This is an optimization exercise on Yosys and OpenROAD, whose aim is small area, a short achievable clock period and few clock cycles per item, not a production implementation. At most, simulation tests tie the RTL to the original design; equivalence was not proved. Power is estimated from default activity; no workload was simulated.

==> run D <==
==> flow/design.v (excerpt) <==
module bidirectional_byte_stack_unit (
    input  logic       clk,
    input  logic       rst_n,
    input  logic       in_valid,
    output logic       in_stall,
    input  logic [2:0] command,
    input  logic       grow_down,
    input  logic [7:0] push_value,
    output logic       out_valid,
    input  logic       out_stall,
    output logic [7:0] read_value,
    output logic       zero_out,
    output logic       carry_out,
    output logic [7:0] pointer_out
);
export LEC_CHECK = 0
export CAP_MARGIN = 20
export CORE_MARGIN = 2
export CORE_UTILIZATION = 70
export CTS_CLUSTER_DIAMETER = 80
export CTS_CLUSTER_SIZE = 24
export PLACE_DENSITY = 0.8
export SETUP_SLACK_MARGIN = 4.8
export SLEW_MARGIN = 20
create_clock -name core_clock -period 7.0 [get_ports {clk}]
run.sh (not shown) runs the stock make flow with config.mk's settings and CLKGATE_MAP_FILE= SYNTH_SCRIPT=/design/flow/synth_recipe.tcl, a recipe that flattens the netlist after the stock synthesis.
==> run R: changes against run D <==
--- a/flow/design.v
+++ b/flow/design.v
@@ -115,13 +115,15 @@
     logic       full_reg, full_next;  
     logic       newterr;              
     logic       vp1_reg, vp2_reg, vm1_reg, vm2_reg;
     logic       vp1_next, vp2_next, vm1_next, vm2_next;
     logic [1:0]  qc;         
-    logic [2:0]  qv;         
+    logic [1:0]  qv;         
     logic        ov_reg;     
-    logic [17:0] qd0, qd1, qd2;
+    logic [17:0] qd0, qd1;
+    logic        exec;       
+    logic        ir_valid_next, nx_down, nx_step, nx_up;
     logic [17:0] res;
     logic        stall_reg;
     logic       accept, pop;
     logic       in_up, in_dn, in_step, in_shp;
     logic       is_push, is_pd, is_rm, is_rd, is_cmp;
@@ -136,27 +138,27 @@
     logic       a_eq_b, a_lt_b, a_gt_b;
     logic [7:0] a_val, wr_data, rv;
     logic       wr0, wr1, wr2, wr255;
     logic [7:0] d0, d1, d2, d255;
     logic [1:0] nq;
-    logic       n_ge1, n_ge2, n_ge3;
+    logic       n_ge1, n_ge2;
+    assign exec     = ir_valid & ~qc[1];
     assign in_stall = stall_reg;
-    assign accept   = in_valid & ~((qc == 2'd3) | ((qc == 2'd2) & ir_valid));
+    assign accept   = in_valid & ~(ir_valid & qc[1]);
     assign pop      = qv[0] & ~out_stall;
-    assign qv       = {qc == 2'd3, qc[1], qc != 2'd0};
+    assign qv       = {qc[1], qc != 2'd0};
     assign in_up   = ((command == bbs_pkg::CMD_PUSH) | (command == bbs_pkg::CMD_DUP)) & ~grow_down
                    | ((command == bbs_pkg::CMD_POP) | (command == bbs_pkg::CMD_DROP)) & grow_down;
     assign in_step = (command == bbs_pkg::CMD_PUSH) | (command == bbs_pkg::CMD_DUP)
                    | (command == bbs_pkg::CMD_POP) | (command == bbs_pkg::CMD_DROP);
-    assign in_shp  = (accept & in_step) ? in_up : off_next;
     assign is_push = (ir_cmd == bbs_pkg::CMD_PUSH);
     assign is_pd   = (ir_cmd == bbs_pkg::CMD_PUSH) | (ir_cmd == bbs_pkg::CMD_DUP);
     assign is_rm   = (ir_cmd == bbs_pkg::CMD_POP)  | (ir_cmd == bbs_pkg::CMD_DROP);
     assign is_rd   = (ir_cmd == bbs_pkg::CMD_POP)  | (ir_cmd == bbs_pkg::CMD_PEEK);
     assign is_cmp  = (ir_cmd == bbs_pkg::CMD_COMPARE);
-    assign up      = ir_valid & ((is_pd & ~ir_down) | (is_rm & ir_down));
-    assign dn      = ir_valid & ((is_pd & ir_down) | (is_rm & ~ir_down));
+    assign up      = exec & ((is_pd & ~ir_down) | (is_rm & ir_down));
+    assign dn      = exec & ((is_pd & ir_down) | (is_rm & ~ir_down));
     assign off_next = (up | dn) ? off : ~off;
     assign vp1 = vp1_reg;
     assign vp2 = vp2_reg;
     assign vm1 = vm1_reg;
     assign vm2 = vm2_reg;
@@ -188,13 +190,13 @@
     assign a_eq_b = (a_st == b_st);
     assign a_lt_b = (a_st < b_st);
     assign a_gt_b = (a_st > b_st);
     assign a_val  = a_st ^ {8{pol}};
     assign wr_data = is_push ? ir_val : a_val;
-    assign clr0  = ir_valid & (is_rm | (is_pd & (ir_down ? ~vm1 : ~vp1)));
-    assign wr_hi = ir_valid & is_pd & ~ir_down;
-    assign wr_lo = ir_valid & is_pd & ir_down;
+    assign clr0  = exec & (is_rm | (is_pd & (ir_down ? ~vm1 : ~vp1)));
+    assign wr_hi = exec & is_pd & ~ir_down;
+    assign wr_lo = exec & is_pd & ir_down;
     assign wr0   = (clr0 & ~off_next) | (wr_hi & off_next);
     assign wr1   = (clr0 & off_next) | (wr_lo & ~off_next);
     assign wr2   = wr_lo & off_next;
     assign wr255 = wr_hi & ~off_next;
     assign d0    = off_next ? wr_data : 8'd0;
@@ -239,11 +241,11 @@
             vp1_next = 1'b1;
             vp2_next = 1'b1;
             vm1_next = 1'b1;
             vm2_next = 1'b1;
         end
-        if (ir_valid & is_cmp)
+        if (exec & is_cmp)
         begin
             zero_next  = a_eq_b;
             carry_next = pol ? a_gt_b : a_lt_b;
         end
     end
@@ -253,14 +255,18 @@
     assign nv_p1    = vp1_next;
     assign nv_p2    = vp2_next;
     assign nv_m1    = vm1_next;
     assign nv_m2    = vm2_next;
     assign pol_next = ~pol;
-    assign nq    = qc - 2'(pop) + 2'(ir_valid);
-    assign n_ge1 = (nq >= 2'd1);
-    assign n_ge2 = (nq >= 2'd2);
-    assign n_ge3 = (nq == 2'd3);
+    assign nq    = qc - 2'(pop) + 2'(exec);
+    assign n_ge1 = (nq != 2'd0);
+    assign n_ge2 = nq[1];
+    assign ir_valid_next = accept | (ir_valid & ~exec);
+    assign nx_down       = accept ? grow_down : ir_down;
+    assign nx_step       = accept ? in_step : (is_pd | is_rm);
+    assign nx_up         = accept ? in_up : ((is_pd & ~ir_down) | (is_rm & ir_down));
+    assign in_shp        = (ir_valid_next & ~n_ge2 & nx_step) ? nx_up : off_next;
     always_ff @(posedge clk or negedge rst_n)
     begin
         if (!rst_n)
         begin
             ir_valid  <= 1'b0;
@@ -281,11 +287,11 @@
             qc        <= '0;
             ov_reg    <= 1'b0;
         end
         else
         begin
-            ir_valid  <= accept;
+            ir_valid  <= ir_valid_next;
             sh_p      <= in_shp;
             sh_m      <= ~in_shp;
             off       <= off_next;
             pol       <= ~pol;
             sp_reg    <= sp_next;
@@ -302,52 +308,36 @@
             ov_reg    <= n_ge1;
         end
     end
     always_ff @(posedge clk)
     begin
-        stall_reg <= n_ge3 | (n_ge2 & accept);
-        sa1       <= grow_down & ~off_next & nv_p1;
-        sa2       <= grow_down & off_next & nv_p1;
-        sa255     <= ~grow_down & ~off_next & nv_m1;
-        sa0       <= ~grow_down & off_next & nv_m1;
-        a_zp      <= pol_next & (grow_down ? ~nv_p1 : ~nv_m1);
-        sb2       <= grow_down & ~off_next & nv_p2;
-        sb3       <= grow_down & off_next & nv_p2;
-        sb254     <= ~grow_down & ~off_next & nv_m2;
-        sb255     <= ~grow_down & off_next & nv_m2;
-        b_zp      <= pol_next & (grow_down ? ~nv_p2 : ~nv_m2);
+        stall_reg <= ir_valid_next & n_ge2;
+        sa1       <= nx_down & ~off_next & nv_p1;
+        sa2       <= nx_down & off_next & nv_p1;
+        sa255     <= ~nx_down & ~off_next & nv_m1;
+        sa0       <= ~nx_down & off_next & nv_m1;
+        a_zp      <= pol_next & (nx_down ? ~nv_p1 : ~nv_m1);
+        sb2       <= nx_down & ~off_next & nv_p2;
+        sb3       <= nx_down & off_next & nv_p2;
+        sb254     <= ~nx_down & ~off_next & nv_m2;
+        sb255     <= ~nx_down & off_next & nv_m2;
+        b_zp      <= pol_next & (nx_down ? ~nv_p2 : ~nv_m2);
     end
     always_ff @(posedge clk)
     begin
-        ir_cmd  <= command;
-        ir_down <= grow_down;
-        ir_val  <= push_value;
+        if (accept)
+        begin
+            ir_cmd  <= command;
+            ir_down <= grow_down;
+            ir_val  <= push_value;
+        end
         qd0 <= ({18{pop & qv[1]}} & qd1)
              | ({18{(pop & ~qv[1]) | ~qv[0]}} & res)
              | ({18{qv[0] & ~pop}} & qd0);
-        if (pop)
-        begin
-            if (qv[2])
-            begin
-                qd1 <= qd2;
-            end
-            else
-            begin
-                qd1 <= res;
-            end
-            qd2 <= res;
-        end
-        else
+        if (!qv[1])
         begin
-            if (!qv[1])
-            begin
-                qd1 <= res;
-            end
-            if (!qv[2])
-            begin
-                qd2 <= res;
-            end
+            qd1 <= res;
         end
     end
     assign out_valid   = ov_reg;
     assign read_value  = qd0[17:10];
     assign zero_out    = qd0[9];
CORE_UTILIZATION = 55   (was 70)
CTS_BUF_LIST = sky130_fd_sc_hd__clkbuf_8 sky130_fd_sc_hd__clkbuf_16   (was unset)
PLACE_DENSITY = unset   (was 0.8)
==> notes <==
Against run R, the setup slack of run D is lower by 42 ps.
Sequential power is about the same in run D and run R.
Against run R, the final cell count of run D is smaller by about 2.3%.
Between run R and run D, the lower sequential share of layout area is in run D (gap 0.34 points).
Against run R, the die area of run D is lower by 20%.
Routed wire length: run D is larger than run R (about 3.3%).
In combinational power, run D and run R hardly differ.
Testbench counts of run D, summed over its fixed seeds: cycles 32,016, items 32,000.
Testbench counts of run R, summed over its fixed seeds: cycles 32,016, items 32,000.

* * *

==> trial 66 <==
Another version of the RTL of bidirectional_byte_stack_unit (not shown whole).
clock: 7.0 ns
lec_check: 0
cap_margin: 20
core_margin: 2
core_utilization: 50
cts_buf_list: sky130_fd_sc_hd__clkbuf_4 sky130_fd_sc_hd__clkbuf_8
setup_slack_margin: 4.3
slew_margin: 20
==> inputs of build 93, as changes to trial 66 <==
CORE_UTILIZATION = 30   (was 50)
CTS_BUF_LIST = unset   (was sky130_fd_sc_hd__clkbuf_4 sky130_fd_sc_hd__clkbuf_8)
==> notes <==
Against build 93, the non-clock buffer count of trial 66 is lower by 1.
Between trial 66 and build 93, the lower global-route usage is in build 93 (gap 6.4 points).
Sequential cell count is the same in build 93 and trial 66.
In area after synthesis, trial 66 and build 93 do not differ.
In trial 66 the clock skew is higher than in build 93, by 0.0021 ns.
Between trial 66 and build 93, the lower cell count is in trial 66 (gap about 11%, measured against build 93).
Between build 93 and trial 66, the lower fmax is in trial 66 (gap 3.8%, measured against trial 66).
Build 93 produced a clean layout. Trial 66 finished clean.
Of build 93 and trial 66, build 93 has the higher wire length (gap 3.2%, measured against trial 66).
Between trial 66 and build 93, the lower sequential share of layout area is in build 93 (gap 1.1 points).
Of trial 66 and build 93, trial 66 has the higher count of clock-buffer cells in the layout (gap 216).
==> figures <==
metric                                                                                   trial 66                  build 93
Status                                                                             finished clean            finished clean
Full die area                                                                       133,000 sq um             220,000 sq um
Placement-stage worst setup slack                                                         3.07 ns                   2.87 ns
Multi-input gate area in the final layout                                            19,800 sq um              19,700 sq um
Critical hold path startpoint                                            u_ram.ring[1288]$_DFF_P_  u_ram.ring[1036]$_DFF_P_
Relative area of clock buffers and inverters in the final design                            9.42%                     9.28%
Sequential cell area                                                                 43,500 sq um              43,500 sq um
Switching Share                                                                             32.2%                     32.3%
Met2 routed WL                                                                            50.2 mm                   52.7 mm
Total power of the final layout                                                           45.8 mW                   46.3 mW
Routing usage on met1                                                                       23.4%                     14.0%
Biggest cell delay along the critical path                                                0.54 ns                   0.59 ns
Minimum clock period                                                                      3.42 ns                   3.29 ns
Cell-internal power                                                                       31.1 mW                   31.4 mW
Ratio of layout area to synthesized area                                                   1.138x                    1.160x
Maximum buffer depth of the clock tree                                                          4                         3
Post CTS Setup Buffer Count                                                                    34                        41
Weighted congestion reported at the end of routability-driven placement                     0.784                     0.748
Post-route core utilization                                                                 57.1%                     35.0%
Row Count                                                                                     132                       170
Non-clock buffers, area share                                                               1.64%                     1.73%
No functional check of the RTL was part of any run of this note.

* * *

==> indigo <==
bidirectional_byte_stack_unit, a different RTL version from the one above (not shown whole).
clock: 7.0 ns
lec_check: 0
cap_margin: 20
core_margin: 2
core_utilization: 50
cts_cluster_diameter: 100
cts_cluster_size: 30
setup_slack_margin: 4.6
slew_margin: 20
==> garnet (differences from indigo) <==
--- a/flow/design.v
+++ b/flow/design.v
@@ -106,23 +106,27 @@
     logic       sh_p, sh_m;      
     logic       off, off_next;   
     logic       pol;             
     logic [7:0] sp_reg, sp_next;
     logic       zero_reg, zero_next;
     logic       carry_reg, carry_next;
     logic [7:0] du_reg, du_next;      
     logic [7:0] dd_reg, dd_next;      
-    logic [7:0] cnt_reg, cnt_next;    
+    logic [8:0] span;                 
     logic       full_reg, full_next;  
     logic       newterr;              
     logic       vp1_reg, vp2_reg, vm1_reg, vm2_reg;
     logic       vp1_next, vp2_next, vm1_next, vm2_next;
-    logic [2:0]  qv;
-    logic [17:0] qd0, qd1, qd2;
+    logic [1:0]  qc;         
+    logic [1:0]  qv;         
+    logic        ov_reg;     
+    logic [17:0] qd0, qd1;
+    logic        exec;       
+    logic        ir_valid_next, nx_down, nx_step, nx_up;
     logic [17:0] res;
     logic        stall_reg;
     logic       accept, pop;
     logic       in_up, in_dn, in_step, in_shp;
     logic       is_push, is_pd, is_rm, is_rd, is_cmp;
     logic       up, dn;
     logic       vp1, vp2, vm1, vm2;
     logic       clr0, wr_hi, wr_lo;
@@ -131,32 +135,33 @@
     logic       sb2, sb3, sb254, sb255, b_zp;
     logic       nv_p1, nv_p2, nv_m1, nv_m2, pol_next;
     logic [7:0] a_st, b_st;            
     logic       a_eq_b, a_lt_b, a_gt_b;
     logic [7:0] a_val, wr_data, rv;
     logic       wr0, wr1, wr2, wr255;
     logic [7:0] d0, d1, d2, d255;
     logic [1:0] nq;
-    logic       n_ge1, n_ge2, n_ge3;
+    logic       n_ge1, n_ge2;
+    assign exec     = ir_valid & ~qc[1];
     assign in_stall = stall_reg;
-    assign accept   = in_valid & ~stall_reg;
+    assign accept   = in_valid & ~(ir_valid & qc[1]);
     assign pop      = qv[0] & ~out_stall;
+    assign qv       = {qc[1], qc != 2'd0};
     assign in_up   = ((command == bbs_pkg::CMD_PUSH) | (command == bbs_pkg::CMD_DUP)) & ~grow_down
                    | ((command == bbs_pkg::CMD_POP) | (command == bbs_pkg::CMD_DROP)) & grow_down;
     assign in_step = (command == bbs_pkg::CMD_PUSH) | (command == bbs_pkg::CMD_DUP)
                    | (command == bbs_pkg::CMD_POP) | (command == bbs_pkg::CMD_DROP);
-    assign in_shp  = (accept & in_step) ? in_up : off_next;
     assign is_push = (ir_cmd == bbs_pkg::CMD_PUSH);
     assign is_pd   = (ir_cmd == bbs_pkg::CMD_PUSH) | (ir_cmd == bbs_pkg::CMD_DUP);
     assign is_rm   = (ir_cmd == bbs_pkg::CMD_POP)  | (ir_cmd == bbs_pkg::CMD_DROP);
     assign is_rd   = (ir_cmd == bbs_pkg::CMD_POP)  | (ir_cmd == bbs_pkg::CMD_PEEK);
     assign is_cmp  = (ir_cmd == bbs_pkg::CMD_COMPARE);
-    assign up      = ir_valid & ((is_pd & ~ir_down) | (is_rm & ir_down));
-    assign dn      = ir_valid & ((is_pd & ir_down) | (is_rm & ~ir_down));
+    assign up      = exec & ((is_pd & ~ir_down) | (is_rm & ir_down));
+    assign dn      = exec & ((is_pd & ir_down) | (is_rm & ~ir_down));
     assign off_next = (up | dn) ? off : ~off;
     assign vp1 = vp1_reg;
     assign vp2 = vp2_reg;
     assign vm1 = vm1_reg;
     assign vm2 = vm2_reg;
     bbs_ram u_ram (
         .clk   (clk),
         .rst_n (rst_n),
@@ -182,19 +187,19 @@
                 | {8{a_zp}};
     assign b_st = ({8{sb2}} & q2) | ({8{sb3}} & q3) | ({8{sb254}} & q254) | ({8{sb255}} & q255)
                 | {8{b_zp}};
     assign a_eq_b = (a_st == b_st);
     assign a_lt_b = (a_st < b_st);
     assign a_gt_b = (a_st > b_st);
     assign a_val  = a_st ^ {8{pol}};
     assign wr_data = is_push ? ir_val : a_val;
-    assign clr0  = ir_valid & (is_rm | (is_pd & (ir_down ? ~vm1 : ~vp1)));
-    assign wr_hi = ir_valid & is_pd & ~ir_down;
-    assign wr_lo = ir_valid & is_pd & ir_down;
+    assign clr0  = exec & (is_rm | (is_pd & (ir_down ? ~vm1 : ~vp1)));
+    assign wr_hi = exec & is_pd & ~ir_down;
+    assign wr_lo = exec & is_pd & ir_down;
     assign wr0   = (clr0 & ~off_next) | (wr_hi & off_next);
     assign wr1   = (clr0 & off_next) | (wr_lo & ~off_next);
     assign wr2   = wr_lo & off_next;
     assign wr255 = wr_hi & ~off_next;
     assign d0    = off_next ? wr_data : 8'd0;
     assign d1    = off_next ? 8'd0 : wr_data;
     assign d2    = wr_data;
     assign d255  = wr_data;
@@ -233,129 +238,109 @@
         end
         if (full_next)
         begin
             vp1_next = 1'b1;
             vp2_next = 1'b1;
             vm1_next = 1'b1;
             vm2_next = 1'b1;
         end
-        if (ir_valid & is_cmp)
+        if (exec & is_cmp)
         begin
             zero_next  = a_eq_b;
             carry_next = pol ? a_gt_b : a_lt_b;
         end
     end
-    assign cnt_next  = cnt_reg + 8'(newterr);
-    assign full_next = full_reg | (newterr & (cnt_reg == 8'd254));
+    assign span      = {1'b0, du_reg} + {1'b0, dd_reg};
+    assign full_next = full_reg | (newterr & (span == 9'd254));
     assign res = {rv, zero_next, carry_next, sp_next};
     assign nv_p1    = vp1_next;
     assign nv_p2    = vp2_next;
     assign nv_m1    = vm1_next;
     assign nv_m2    = vm2_next;
     assign pol_next = ~pol;
-    assign nq    = 2'(qv[0]) + 2'(qv[1]) + 2'(qv[2]) - 2'(pop) + 2'(ir_valid);
-    assign n_ge1 = (nq >= 2'd1);
-    assign n_ge2 = (nq >= 2'd2);
-    assign n_ge3 = (nq == 2'd3);
+    assign nq    = qc - 2'(pop) + 2'(exec);
+    assign n_ge1 = (nq != 2'd0);
+    assign n_ge2 = nq[1];
+    assign ir_valid_next = accept | (ir_valid & ~exec);
+    assign nx_down       = accept ? grow_down : ir_down;
+    assign nx_step       = accept ? in_step : (is_pd | is_rm);
+    assign nx_up         = accept ? in_up : ((is_pd & ~ir_down) | (is_rm & ir_down));
+    assign in_shp        = (ir_valid_next & ~n_ge2 & nx_step) ? nx_up : off_next;
     always_ff @(posedge clk or negedge rst_n)
     begin
         if (!rst_n)
         begin
             ir_valid  <= 1'b0;
             sh_p      <= 1'b0;
             sh_m      <= 1'b1;
             off       <= 1'b0;
             pol       <= 1'b0;
             sp_reg    <= '0;
             zero_reg  <= 1'b0;
             carry_reg <= 1'b0;
             du_reg    <= '0;
             dd_reg    <= '0;
-            cnt_reg   <= '0;
             full_reg  <= 1'b0;
             vp1_reg   <= 1'b0;
             vp2_reg   <= 1'b0;
             vm1_reg   <= 1'b0;
             vm2_reg   <= 1'b0;
-            qv        <= '0;
-            stall_reg <= 1'b0;
-            sa1       <= 1'b0;
-            sa2       <= 1'b0;
-            sa255     <= 1'b0;
-            sa0       <= 1'b0;
-            a_zp      <= 1'b0;
-            sb2       <= 1'b0;
-            sb3       <= 1'b0;
-            sb254     <= 1'b0;
-            sb255     <= 1'b0;
-            b_zp      <= 1'b0;
+            qc        <= '0;
+            ov_reg    <= 1'b0;
         end
         else
         begin
-            ir_valid  <= accept;
+            ir_valid  <= ir_valid_next;
             sh_p      <= in_shp;
             sh_m      <= ~in_shp;
             off       <= off_next;
             pol       <= ~pol;
             sp_reg    <= sp_next;
             zero_reg  <= zero_next;
             carry_reg <= carry_next;
             du_reg    <= du_next;
             dd_reg    <= dd_next;
-            cnt_reg   <= cnt_next;
             full_reg  <= full_next;
             vp1_reg   <= vp1_next;
             vp2_reg   <= vp2_next;
             vm1_reg   <= vm1_next;
             vm2_reg   <= vm2_next;
-            qv        <= {n_ge3, n_ge2, n_ge1};
-            stall_reg <= n_ge3 | (n_ge2 & accept);
-            sa1       <= grow_down & ~off_next & nv_p1;
-            sa2       <= grow_down & off_next & nv_p1;
-            sa255     <= ~grow_down & ~off_next & nv_m1;
-            sa0       <= ~grow_down & off_next & nv_m1;
-            a_zp      <= pol_next & (grow_down ? ~nv_p1 : ~nv_m1);
-            sb2       <= grow_down & ~off_next & nv_p2;
-            sb3       <= grow_down & off_next & nv_p2;
-            sb254     <= ~grow_down & ~off_next & nv_m2;
-            sb255     <= ~grow_down & off_next & nv_m2;
-            b_zp      <= pol_next & (grow_down ? ~nv_p2 : ~nv_m2);
+            qc        <= nq;
+            ov_reg    <= n_ge1;
         end
     end
     always_ff @(posedge clk)
     begin
-        ir_cmd  <= command;
-        ir_down <= grow_down;
-        ir_val  <= push_value;
+        stall_reg <= ir_valid_next & n_ge2;
+        sa1       <= nx_down & ~off_next & nv_p1;
+        sa2       <= nx_down & off_next & nv_p1;
+        sa255     <= ~nx_down & ~off_next & nv_m1;
+        sa0       <= ~nx_down & off_next & nv_m1;
+        a_zp      <= pol_next & (nx_down ? ~nv_p1 : ~nv_m1);
+        sb2       <= nx_down & ~off_next & nv_p2;
+        sb3       <= nx_down & off_next & nv_p2;
+        sb254     <= ~nx_down & ~off_next & nv_m2;
+        sb255     <= ~nx_down & off_next & nv_m2;
+        b_zp      <= pol_next & (nx_down ? ~nv_p2 : ~nv_m2);
+    end
+    always_ff @(posedge clk)
+    begin
+        if (accept)
+        begin
+            ir_cmd  <= command;
+            ir_down <= grow_down;
+            ir_val  <= push_value;
+        end
         qd0 <= ({18{pop & qv[1]}} & qd1)
              | ({18{(pop & ~qv[1]) | ~qv[0]}} & res)
              | ({18{qv[0] & ~pop}} & qd0);
-        if (pop)
-        begin
-            if (qv[2])
-            begin
-                qd1 <= qd2;
-            end
-            else
-            begin
-                qd1 <= res;
-            end
-            qd2 <= res;
-        end
-        else
+        if (!qv[1])
         begin
-            if (!qv[1])
-            begin
-                qd1 <= res;
-            end
-            if (!qv[2])
-            begin
-                qd2 <= res;
-            end
+            qd1 <= res;
         end
     end
-    assign out_valid   = qv[0];
+    assign out_valid   = ov_reg;
     assign read_value  = qd0[17:10];
     assign zero_out    = qd0[9];
     assign carry_out   = qd0[8];
     assign pointer_out = qd0[7:0];
 endmodule
Settings changed: CORE_UTILIZATION 50 to 55, CTS_CLUSTER_DIAMETER 100 to 80, CTS_CLUSTER_SIZE 30 to 24, HOLD_SLACK_MARGIN set to 0.0, SETUP_SLACK_MARGIN 4.6 to 4.3.
==> flow_metrics.py <==
metrics = {
    "yosys": {
        "synth_simple_gate_area_share_pct": 1.51,
    },
    "floorplan": {
        "tap_cells": 1524,
    },
    "drt": {
        "routed_via_density": 6.08,
    },
    "power_and_ir_drop": {
        "pg_comb_uw": 11700,
        "finalPower_uw": 41400,
    },
    "finish": {
        "inv_count": 28,
    },
    "outcome": {
        "outcome": "timing/DRC/antenna clean",
    },
    "worst_setup_path": {
        "worstReg2RegStart": "sb3",
    },
}
The numbers above come from garnet.

==> flow_metrics.py <==
metrics = {
    "outcome": {
        "outcome": "timing/DRC/antenna clean",
    },
    "yosys": {
        "synth_simple_gate_area_share_pct": 1.75,
        "yosys.area.top_type": "dfxtp_1",
    },
    "finish": {
        "ff_latch_area_um2": 44000,
        "inv_count": 32,
    },
    "floorplan": {
        "num_rows": 132,
    },
    "power_and_ir_drop": {
        "pg_comb_uw": 11200,
    },
    "drt": {
        "drt_iter0_drc": 3380,
        "routed_via_density": 5.92,
    },
    "worst_setup_path": {
        "rr_endpoint": "qd0[8]",
        "cpPeakStageDelay_ps": 500,
    },
}
The numbers above come from indigo.

Testbench counts of garnet, summed over its fixed seeds: cycles 32,016, items 32,000.
For indigo, only the layout was checked, not whether the RTL still works.

==> static timing again, ports no longer ideal <==
How much do the figures lean on ideal ports? The routed layouts below were timed once more, with nothing changed but the port constraints. Step 1 (the two cells are an assumption about what drives the block):
set clk [get_ports {clk}]
set_driving_cell -lib_cell sky130_fd_sc_hd__clkbuf_16 $clk
set_driving_cell -lib_cell sky130_fd_sc_hd__buf_2 [delete_from_list [all_inputs] $clk]
Step 2 adds t to the input delays and takes it off the output delays; t is the mean of the earliest and latest rising clock arrival at the registers after step 1. Input paths then give back, and output paths get back, about the clock's delay inside the block. Three values: ideal ports, drivers, drivers and shift; two values: the first two.
run | t (ns) | setup slack, ns | worst setup path after step 2 | worst register clock-pin slew, ns
run D | 0.764 | 4.329 / 4.263 / 4.157 | input to register | 0.10 / 0.10
run R | 0.764 | 4.371 / 4.299 / 3.944 | input to register | 0.10 / 0.10
trial 66 | 0.996 | 3.585 / 3.585 / 3.516 | input to register | 0.07 / 0.07
build 93 | 0.877 | 3.711 / 3.711 / 3.711 | register to register | 0.06 / 0.06
indigo | 0.764 | 4.268 / 4.197 / 4.079 | input to register | 0.12 / 0.12
garnet | 0.758 | 4.336 / 4.261 / 3.749 | input to register | 0.10 / 0.10
After both steps setup and hold are still met in every run listed. For garnet, which loses most, drivers alone change the setup slack by -0.075 ns; drivers and shift together by -0.587 ns.
